This design comes from an exercise in tuning for small area and a short achievable clock period on the open sky130 flow, not from production work.
In this exercise RTL edits were held to simulation tests only and were not proved equivalent to the original.
Power is estimated from default activity; no workload was simulated.

// fpalu_top
module fpalu_top (
	input  logic                 clk,
	input  logic                 rst,
	input  logic                 in_valid,
	input  fpalu_pkg::fpalu_op_t op,
	input  logic                 a_sgn,
	input  fpalu_pkg::exp_t      a_exp,
	input  fpalu_pkg::man_t      a_man,
	input  logic                 b_sgn,
	input  fpalu_pkg::exp_t      b_exp,
	input  fpalu_pkg::man_t      b_man,
	output logic                 out_valid,
	output logic                 y_sgn,
	output fpalu_pkg::exp_t      y_exp,
	output fpalu_pkg::man_t      y_man
);
	logic        a_lt_b, lt, mul;
	logic [5:0]  dab, dba;
	logic        nz_a, nz_b;
	logic [10:0] sb;
	logic [5:0]  one, two, neg;
	exp_lt u_lt (
		.a (a_exp),
		.b (b_exp),
		.lt(a_lt_b)
	);
	always_comb begin
		mul = (op == fpalu_pkg::OP_MUL);
		lt = a_lt_b & ~mul;
		dab = a_exp - b_exp;
		dba = b_exp - a_exp;
		nz_a = (a_exp[4:0] != '0);
		nz_b = (b_exp[4:0] != '0);
		sb = {nz_b, b_man[9:0]};
	end
	booth_enc u_enc (
		.y  (sb),
		.one(one),
		.two(two),
		.neg(neg)
	);
	logic        v1, mul1, sl1, sr1;
	logic [5:0]  el1, d1;
	logic [21:0] ml1, mr1;
	always_ff @(posedge clk) begin
		v1 <= in_valid & ~rst;
		mul1 <= mul;
		sl1 <= lt ? b_sgn : a_sgn;
		sr1 <= lt ? a_sgn : b_sgn;
		d1 <= a_lt_b ? dba : dab;
		el1 <= lt ? b_exp : a_exp;
		if (mul) begin
			ml1 <= {6'({1'b0, a_exp[4:0]} + {1'b0, b_exp[4:0]} + 6'd3), 4'b0, nz_b, nz_a, a_man[9:0]};
			mr1 <= {4'b0, neg, two, one};
		end else begin
			ml1 <= lt ? b_man : a_man;
			mr1 <= lt ? a_man : b_man;
		end
	end
	logic [21:0] rsh;
	logic        lz, sub;
	logic [22:0] prod_s, prod_c;
	logic        pz, nz_r;
	logic [5:0]  pexp;
	operand_align u_align (
		.man(mr1),
		.d  (d1),
		.sh (rsh)
	);
	booth_mul u_mul (
		.m    (ml1[10:0]),
		.one  (mr1[5:0]),
		.two  (mr1[11:6]),
		.neg  (mr1[17:12]),
		.row_s(prod_s),
		.row_c(prod_c)
	);
	always_comb begin
		lz = (ml1 == '0);	 
		sub = sl1 ^ sr1;
		nz_r = ml1[11];
  ...
Size in the first run: about 1400 cells after synthesis, about 180 flip-flops, about 92 I/O pins, ~12000 µm² of cells after synthesis.
==> flow/config.mk <==
export PLATFORM = sky130hd
export DESIGN_NAME = fpalu_top
export DESIGN_NICKNAME = fpalu_top
export VERILOG_FILES = /design/flow/design.v
export SDC_FILE = /design/flow/constraint.sdc
export NUM_CORES = 4
export LEC_CHECK = 0
export CAP_MARGIN = 20
export CORE_MARGIN = 2
export CORE_UTILIZATION = 40
export PLACE_DENSITY = 0.7
export SETUP_SLACK_MARGIN = 2.65
export SLEW_MARGIN = 20
==> flow/constraint.sdc <==
create_clock -name core_clock -period 5.5 [get_ports {clk}]
set_input_delay 1.1000 -clock core_clock [delete_from_list [all_inputs] [get_ports {clk}]]
set_output_delay 1.1000 -clock core_clock [all_outputs]
set_load 0.01 [all_outputs]
standard.sh (not shown) runs the stock make flow with config.mk's settings and CLKGATE_MAP_FILE= SYNTH_SCRIPT=/design/flow/synth_recipe.tcl, a recipe that flattens the netlist after the stock synthesis.
==> flow/flow/run.sh <==
#!/bin/bash
# Standard layout, with the port buffers made from plain buffers instead of
# the delay cells buffer_ports picks by default.
set -euo pipefail
cd "$(dirname "$0")/.."
bash standard.sh synth > synth.log 2>&1
bash standard.sh "BUFFER_PORTS_ARGS=-buffer_cell sky130_fd_sc_hd__buf_1" finish > layout.log 2>&1
Rerun with:
--- a/flow/flow/run.sh
+++ b/flow/flow/run.sh
@@ -7 +7 @@
-bash standard.sh "BUFFER_PORTS_ARGS=-buffer_cell sky130_fd_sc_hd__buf_1" finish > layout.log 2>&1
+bash standard.sh "BUFFER_PORTS_ARGS=-buffer_cell sky130_fd_sc_hd__buf_1" MATCH_CELL_FOOTPRINT=0 finish > layout.log 2>&1
--- a/flow/config.mk
+++ b/flow/config.mk
@@ -12 +12 @@
-export SETUP_SLACK_MARGIN = 2.65
+export SETUP_SLACK_MARGIN = 2.7
@@ -13,0 +14 @@
+export TNS_END_PERCENT = 5
Power rises by about 2%.
Sequential share of layout area falls by 0.21 points.
Worst setup slack got worse by 0.091 ns.
Via count falls by 0.56%.
Count of clock-buffer cells in the layout rises by 2.

========
Setup of old:
The RTL this note starts from:
==> flow/design.v <==
package fpalu_pkg;
	typedef logic [5:0] exp_t;	 
	typedef logic [21:0] man_t;	 
	typedef logic [4:0] hexp_t;	 
	typedef logic [22:0] sum_t;
	typedef logic [4:0] shamt_t;
	typedef enum logic {
		OP_ADD = 1'b0,	 
		OP_MUL = 1'b1	 
	} fpalu_op_t;
	localparam int AL_EXP_BIAS = 31;	 
	localparam int ML_EXP_BIAS = 15;	 
	localparam int ML_MAN_BITS = 11;	 
	localparam int PP_BITS = 12;	 
endpackage
module exp_lt (
	input  logic [5:0] a,
	input  logic [5:0] b,
	output logic       lt	 
);
	logic [5:0] g, e;
	logic       lt1, lt0, eq1, eq0;
	always_comb begin
		g = ~a & b;	 
		e = ~(a ^ b);
		lt1 = g[5] | (e[5] & g[4]) | (e[5] & e[4] & g[3]);
		eq1 = e[5] & e[4] & e[3];
		lt0 = g[2] | (e[2] & g[1]) | (e[2] & e[1] & g[0]);
		lt = lt1 | (eq1 & lt0);
	end
endmodule
module operand_align (
	input  logic [21:0] man,
	input  logic [5:0]  d,
	output logic [21:0] sh
);
	always_comb begin
		sh = man;
		if (d[0]) sh = sh >> 1;
		if (d[1]) sh = sh >> 2;
		if (d[2]) sh = sh >> 4;
		if (d[3]) sh = sh >> 8;
		if (d[4]) sh = sh >> 16;
		if (d[5]) sh = '0;
	end
endmodule
module booth_enc (
	input  logic [10:0] y,
	output logic [5:0]  one,	 
	output logic [5:0]  two,	 
	output logic [5:0]  neg	 
);
	logic [12:0] yz;	 
	always_comb begin
		yz = {1'b0, y, 1'b0};
		for (int k = 0; k < 6; k++) begin
			logic [2:0] g;
			g = yz[2*k +: 3];
			one[k] = g[0] ^ g[1];
			two[k] = (g == 3'b011) || (g == 3'b100);
			neg[k] = g[2] & ~(g[1] & g[0]);	 
		end
	end
endmodule
module booth_mul (
	input  logic [10:0] m,	 
	input  logic [5:0]  one,
	input  logic [5:0]  two,
	input  logic [5:0]  neg,
	output logic [22:0] row_s,
	output logic [22:0] row_c
);
	localparam logic [7:0] K_HI = 8'hD5;
	logic [5:0][11:0]  e;	 
	logic [5:0][22:0]  r;
	always_comb begin
		for (int k = 0; k < 6; k++)
			e[k] = (({12{one[k]}} & {1'b0, m}) | ({12{two[k]}} & {m, 1'b0})) ^ {12{neg[k]}};
		r[0] = {K_HI, ~neg[0], neg[0], neg[0], e[0]};
		for (int k = 1; k < 5; k++)
			r[k] = 23'({~neg[k], e[k], 1'b0, neg[k-1]}) << (2 * k - 2);
		r[5] = 23'({e[5], 1'b0, neg[4]}) << 8;	 
	end
	function automatic logic [45:0] csa(input logic [22:0] a, input logic [22:0] b, input logic [22:0] c);
		logic [22:0] s, cy;
		s = a ^ b ^ c;
		cy = (a & b) | (a & c) | (b & c);
		csa = {s, cy[21:0], 1'b0};
	endfunction
	logic [22:0] s1a, c1a, s1b, c1b, s2, c2;
	always_comb begin
		{s1a, c1a} = csa(r[0], r[1], r[2]);
		{s1b, c1b} = csa(r[3], r[4], r[5]);
		{s2, c2} = csa(s1a, c1a, s1b);
		{row_s, row_c} = csa(s2, c2, c1b);
	end
endmodule
module lzc23 (
	input  logic [22:0] w,
	output logic [4:0]  n
);
	always_comb begin
		n = 5'd23;
		for (int k = 0; k < 23; k++)
			if (w[k])
				n = 5'(22 - k);
	end
endmodule
module sum_normalize (
	input  logic [22:0] w,
	input  logic [4:0]  z,
	output logic [21:0] man
);
	logic [22:0] sh;
	always_comb begin
		sh = w;
		if (z[4]) sh = sh << 16;
		if (z[3]) sh = sh << 8;
		if (z[2]) sh = sh << 4;
		if (z[1]) sh = sh << 2;
		if (z[0]) sh = sh << 1;
		man = sh[22:1];
	end
endmodule
module fpalu_top (
	input  logic                 clk,
	input  logic                 rst,
	input  logic                 in_valid,
	input  fpalu_pkg::fpalu_op_t op,
	input  logic                 a_sgn,
	input  fpalu_pkg::exp_t      a_exp,
	input  fpalu_pkg::man_t      a_man,
	input  logic                 b_sgn,
	input  fpalu_pkg::exp_t      b_exp,
	input  fpalu_pkg::man_t      b_man,
	output logic                 out_valid,
	output logic                 y_sgn,
	output fpalu_pkg::exp_t      y_exp,
	output fpalu_pkg::man_t      y_man
);
	logic        a_lt_b, lt, mul;
	logic [5:0]  dab, dba;
	logic        nz_a, nz_b;
	logic [10:0] sb;
	logic [5:0]  one, two, neg;
	exp_lt u_lt (
		.a (a_exp),
		.b (b_exp),
		.lt(a_lt_b)
	);
	always_comb begin
		mul = (op == fpalu_pkg::OP_MUL);
		lt = a_lt_b & ~mul;
		dab = a_exp - b_exp;
		dba = b_exp - a_exp;
		nz_a = (a_exp[4:0] != '0);
		nz_b = (b_exp[4:0] != '0);
		sb = {nz_b, b_man[9:0]};
	end
	booth_enc u_enc (
		.y  (sb),
		.one(one),
		.two(two),
		.neg(neg)
	);
	logic        v1, mul1, sl1, sr1;
	logic [5:0]  el1, d1;
	logic [21:0] ml1, mr1;
	always_ff @(posedge clk) begin
		v1 <= in_valid & ~rst;
		mul1 <= mul;
		sl1 <= lt ? b_sgn : a_sgn;
		sr1 <= lt ? a_sgn : b_sgn;
		el1 <= lt ? b_exp : a_exp;
		if (mul) begin
			ml1 <= {10'b0, nz_b, nz_a, a_man[9:0]};
			mr1 <= {4'b0, neg, two, one};
			d1 <= 6'({1'b0, a_exp[4:0]} + {1'b0, b_exp[4:0]} + 6'd3);
		end else begin
			ml1 <= lt ? b_man : a_man;
			mr1 <= lt ? a_man : b_man;
			d1 <= a_lt_b ? dba : dab;
		end
	end
	logic [21:0] rsh;
	logic        lz, sub;
	logic [22:0] prod_s, prod_c;
	logic        pz, nz_r;
	logic [5:0]  pexp;
	operand_align u_align (
		.man(mr1),
		.d  (d1),
		.sh (rsh)
	);
	booth_mul u_mul (
		.m    (ml1[10:0]),
		.one  (mr1[5:0]),
		.two  (mr1[11:6]),
		.neg  (mr1[17:12]),
		.row_s(prod_s),
		.row_c(prod_c)
	);
	always_comb begin
		lz = (ml1 == '0);
		sub = sl1 ^ sr1;
		nz_r = ml1[11];
		pz = (ml1[10:0] == '0) || (mr1[11:0] == '0);	 
		pexp = d1 + (pz ? 6'd0 : 6'(!ml1[10]) + 6'(!nz_r));
	end
	logic        v2, sg2, byp2, ci2;
	logic [5:0]  e2;
	logic [22:0] x2, y2;
	always_ff @(posedge clk) begin
		v2 <= v1 & ~rst;
		if (mul1) begin
			x2 <= prod_s;
			y2 <= prod_c;
			ci2 <= 1'b0;
			e2 <= pexp;
			sg2 <= sub;
			byp2 <= 1'b0;
		end else if (lz) begin
			x2 <= {mr1, 1'b0};
			y2 <= '0;
			ci2 <= 1'b0;
			e2 <= el1 - d1;	 
			sg2 <= sr1;
			byp2 <= 1'b1;
		end else begin
			x2 <= {1'b0, ml1};
			y2 <= {1'b0, rsh} ^ {23{sub}};
			ci2 <= sub;
			e2 <= el1 + 6'd1;
			sg2 <= sl1;
			byp2 <= 1'b0;
		end
	end
	logic [23:0] sum;
	always_comb sum = {x2, ci2} + {y2, ci2};	 
	logic        v3, sg3, byp3;
	logic [5:0]  e3;
	logic [22:0] w3;
	always_ff @(posedge clk) begin
		v3 <= v2 & ~rst;
		w3 <= sum[23:1];
		e3 <= e2;
		sg3 <= sg2;
		byp3 <= byp2;
	end
	logic [4:0]  n, z;
	logic [21:0] nman;
	lzc23 u_lzc (
		.w(w3),
		.n(n)
	);
	always_comb z = byp3 ? 5'd0 : n;	 
	sum_normalize u_norm (
		.w  (w3),
		.z  (z),
		.man(nman)
	);
	always_ff @(posedge clk) begin
		out_valid <= v3 & ~rst;
		y_sgn <= sg3;
		y_exp <= e3 - 6'(z);
		y_man <= nman;
	end
endmodule
Settings: LEC_CHECK=0, CAP_MARGIN=20, CORE_MARGIN=2, CORE_UTILIZATION=40, SETUP_SLACK_MARGIN=2.9, SLEW_MARGIN=20; clock period 5.5 ns.
==> flow/flow/run.sh <==
#!/bin/bash
# Standard layout, with the port buffers made from plain buffers instead of
# the delay cells buffer_ports picks by default.
set -euo pipefail
cd "$(dirname "$0")/.."
bash standard.sh synth > synth.log 2>&1
bash standard.sh "BUFFER_PORTS_ARGS=-buffer_cell sky130_fd_sc_hd__buf_2" finish > layout.log 2>&1
The following lists how new was set up differently from old:
# old
export LEC_CHECK = 0
export CAP_MARGIN = 20
export CORE_MARGIN = 2
export CORE_UTILIZATION = 40
export SETUP_SLACK_MARGIN = 2.9
export SLEW_MARGIN = 20
create_clock -name core_clock -period 5.5 [get_ports {clk}]
# new
export LEC_CHECK = 0
export CAP_MARGIN = 20
export CORE_MARGIN = 2
export CORE_UTILIZATION = 40
export SETUP_SLACK_MARGIN = 2.5
export SLEW_MARGIN = 20
create_clock -name core_clock -period 5.5 [get_ports {clk}]
Results
- Overall fraction of global-route tracks in use (lower): new
- new vs old: switching share of power up in new
- Run comparison: old capture point of the critical path x2[14]; new capture point of the critical path x2[12]
- Re required time of the worst setup path: new is 0.11 ns down on old.
- The utilization reported for new is smaller than that of old by 3.9 points.

afterwards: timing with drivers on the ports:
The flow's constraints put no driver on any port. The routed layouts listed below were extracted and timed again, unchanged, in two steps. Step 1: set_driving_cell puts a clkbuf_16 on clk and a buf_2 on each other input, an assumption about the parent block. Step 2, shift: input delay + t, output delay - t, t = (earliest + latest rising clock arrival at the registers) / 2. This alone moves slack from input paths to output paths. a / b / c = ideal ports / drivers / drivers and shift; a / b = the first two.
run	t (ns)	setup slack, ns	worst hold slack (ns)
the first run of note 1	0.497	2.696 / 2.696 / 2.301	0.329 / 0.329 / 0.329
the second run of note 1	0.482	2.605 / 2.606 / 2.149	0.326 / 0.326 / 0.326
old	0.496	2.761 / 2.761 / 2.276	0.317 / 0.317 / 0.317
new	0.484	2.584 / 2.584 / 2.187	0.325 / 0.325 / 0.325
After both steps setup and hold are still met in every run listed. The setup slack of old, which loses most, moves by 0.000 ns with the drivers and by -0.485 ns with both steps.
